What follows belongs to an exercise in optimizing a design on an open flow for a short achievable clock period and few clock cycles per item; a production flow would make more cautious choices.
In this exercise RTL edits were held to simulation tests only and were not proved equivalent to the original.
No driver is modelled on the clock port, so clocking that relies on it looks cheaper here than on a real chip.
No activity file was given, so power comes from the tool's default toggle rates.

Design page_swap_slot_manager, start of the top module:
module page_swap_slot_manager (
  input  logic                clk,
  input  logic                rst,
  input  logic                req_valid,
  output logic                req_ready,
  input  logic [1:0]          req_opcode,
  input  logic [PAGE_W-1:0]   req_page_number,
  input  logic [FRAME_W-1:0]  req_frame_number,
  input  logic                req_load_valid,
  output logic                rsp_valid,
  input  logic                rsp_ready,
  output logic [OUT_W-1:0]    rsp_victim_page,
  output logic [OUT_W-1:0]    rsp_swap_slot,
  output logic [1:0]          rsp_status
);
For scale: about 6300 cells after synthesis.
export LEC_CHECK = 0
export CAP_MARGIN = 30
export CORE_MARGIN = 2
export CORE_UTILIZATION = 40
export PLACE_DENSITY = 0.6
export SETUP_SLACK_MARGIN = 3.3
export SLEW_MARGIN = 20
export SYNTH_HIERARCHICAL = 1
create_clock -name core_clock -period 5.0 [get_ports {clk}]
standard.sh (not shown) runs the stock make flow with config.mk's settings and CLKGATE_MAP_FILE= SYNTH_SCRIPT=/design/flow/synth_recipe.tcl, a recipe that flattens the netlist after the stock synthesis.
==> flow/flow/run.sh <==
#!/bin/bash
# the standard layout, with one addition before clock tree synthesis: each
# flip-flop that drives an output port's buffer is moved next to that buffer
# (flow/place_out.tcl), so the register-to-port wire is short
set -euo pipefail
export PRE_CTS_TCL="$(pwd)/flow/place_out.tcl"
bash standard.sh > standard_flow.log 2>&1
==> flow/flow/place_out.tcl <==
# move the flip-flops that drive output buffers next to those buffers, then
# legalize; runs in cts.tcl after the placed design is loaded
set block [ord::get_db_block]
set moved 0
foreach bterm [$block getBTerms] {
  if {[$bterm getIoType] ne "OUTPUT"} { continue }
  set net [$bterm getNet]
  if {$net eq "NULL"} { continue }
  set buf ""
  foreach it [$net getITerms] {
    if {[$it isOutputSignal]} { set buf [$it getInst] }
  }
  if {$buf eq ""} { continue }
  set innet ""
  foreach it [$buf getITerms] {
    if {[$it isInputSignal] && [$it getNet] ne "NULL"} { set innet [$it getNet] }
  }
  if {$innet eq ""} { continue }
  set ff ""
  foreach it [$innet getITerms] {
    if {[$it isOutputSignal]} { set ff [$it getInst] }
  }
  if {$ff eq "" || ![[$ff getMaster] isSequential]} { continue }
  set loc [$buf getLocation]
  $ff setLocation [lindex $loc 0] [lindex $loc 1]
  $ff setPlacementStatus PLACED
  incr moved
  puts "place_out: [$ff getName] next to [$buf getName] ([$bterm getName])"
}
puts "place_out: moved $moved flip-flops"
detailed_placement
Testbench counts at the start, summed over its fixed seeds: cycles 12,032, items 12,000.
Rerun with:
--- a/flow/design.v
+++ b/flow/design.v
@@ -218,17 +218,18 @@
   input  logic                req_load_valid,
   output logic                rsp_valid,
   input  logic                rsp_ready,
   output logic [OUT_W-1:0]    rsp_victim_page,
   output logic [OUT_W-1:0]    rsp_swap_slot,
   output logic [1:0]          rsp_status
 );
   localparam int CAP = 5;    
-  logic                 req_ready_q;
+  logic                 req_ready_q;       
+  logic [CAP-1:0]       flight;            
   logic                 i_valid;
   logic [1:0]           i_op;
   logic [PAGE_W-1:0]    i_page;
   logic [7:0]           i_pg_hi;           
   logic [7:0]           i_pg_lo;           
   logic                 rst_q;             
   logic [FRAME_W-1:0]   i_frame;
   logic                 i_lv;
@@ -236,17 +237,17 @@
   always_ff @(posedge clk) begin
     i_op      <= req_opcode;
     i_page    <= req_page_number;
     i_pg_hi   <= 8'(1) << req_page_number[5:3];
     i_pg_lo   <= 8'(1) << req_page_number[2:0];
     rst_q     <= rst;
     i_frame   <= req_frame_number;
     i_lv      <= req_load_valid;
-    i_valid   <= !rst && req_valid && req_ready_q;
+    i_valid   <= !rst && req_valid && !flight[CAP-1];
   end
   logic [NUM_PAGES-1:0]  entry_valid;      
   logic [SWAP_SLOTS-1:0] slot_used;        
   logic [NUM_PAGES-1:0]  ptr_mask;         
   logic                  full_q;           
   logic [LOC_W-1:0]      loc [NUM_PAGES];  
   logic                 d_valid;
   logic                 d_find, d_out, d_in, d_load;
@@ -389,43 +390,43 @@
   always_comb begin
     w_rsp = {w_find_ok ? OUT_W'(~victim_n) : OUT_W'(0),
              w_out_ok ? OUT_W'(w_s_bin) : w_in ? OUT_W'(w_l_bin) : OUT_W'(0),
              w_status};
   end
   logic [13:0] q_mem [8];
   logic [7:0]  q_rp, q_wp;            
   logic [CAP:0] q_cnt;                
-  logic [CAP-1:0] flight;             
   logic [13:0] at_rp, at_rp1, head0, head1;
   logic        acc, pop, push;
   always_comb begin
-    acc    = req_valid && req_ready_q;
-    pop    = rsp_valid && rsp_ready;
+    acc    = req_valid && !flight[CAP-1];
+    pop    = q_cnt[0] && rsp_ready;
     push   = w_valid;
     at_rp  = '0;
     at_rp1 = '0;
     for (int k = 0; k < 8; k++) begin
       at_rp  = at_rp  | (q_rp[k] ? q_mem[k] : 14'd0);
       at_rp1 = at_rp1 | (q_rp[(k + 7) % 8] ? q_mem[k] : 14'd0);
     end
     head0 = q_cnt[0] ? at_rp  : w_rsp;    
     head1 = q_cnt[1] ? at_rp1 : w_rsp;    
   end
-  assign rsp_valid = q_cnt[0];
   always_ff @(posedge clk) begin
     if (rst) begin
       q_rp        <= 8'd1;
       q_wp        <= 8'd1;
       q_cnt       <= '0;
+      rsp_valid   <= 1'b0;
       flight      <= '0;
       req_ready_q <= 1'b1;
     end else begin
       if (pop)  q_rp <= {q_rp[6:0], q_rp[7]};
       if (push) q_wp <= {q_wp[6:0], q_wp[7]};
+      rsp_valid <= push || q_cnt[1] || (q_cnt[0] && !rsp_ready);
       if (push && !pop)      q_cnt <= {q_cnt[CAP-1:0], 1'b1};
       else if (!push && pop) q_cnt <= {1'b0, q_cnt[CAP:1]};
       if (acc && !pop) begin
         flight      <= {flight[CAP-2:0], 1'b1};
         req_ready_q <= !flight[CAP-2];
       end else if (!acc && pop) begin
         flight      <= {1'b0, flight[CAP-1:1]};
         req_ready_q <= 1'b1;
Critical path depth goes down by 1.
Sequential power is about the same.
Worst setup slack gets better by 100 ps.
Die area goes up by about 0.56%.
Clock power goes down by 4.8%.
Testbench counts after the change, summed over its fixed seeds: cycles 12,032, items 12,000.

==> afterwards: timing with drivers on the ports <==
No port has a modelled driver above. Below, the same layouts with a new extraction and two added sets of constraints.
Step 1 (the two cells are an assumption about what drives the block):
set clk [get_ports {clk}]
set_driving_cell -lib_cell sky130_fd_sc_hd__clkbuf_16 $clk
set_driving_cell -lib_cell sky130_fd_sc_hd__buf_2 [delete_from_list [all_inputs] $clk]
Step 2 moves the port delays by t, midway between the first and last clock arrival at a register: inputs arrive t later, outputs are due t later. That takes back most of the time a late clock gives input paths.
Slacks: ideal / step 1 / step 2; pairs: ideal / step 1.
run | t (ns) | setup WS [ns] | hold slack, ns
the first run | 0.766 | 2.748 / 2.675 / 2.636 | 0.319 / 0.319 / 0.319
the second run | 0.780 | 2.847 / 2.775 / 2.510 | 0.313 / 0.313 / 0.313
After both steps setup and hold are still met in every run listed. For the second run, which loses most, drivers alone change the setup slack by -0.072 ns; drivers and shift together by -0.337 ns.
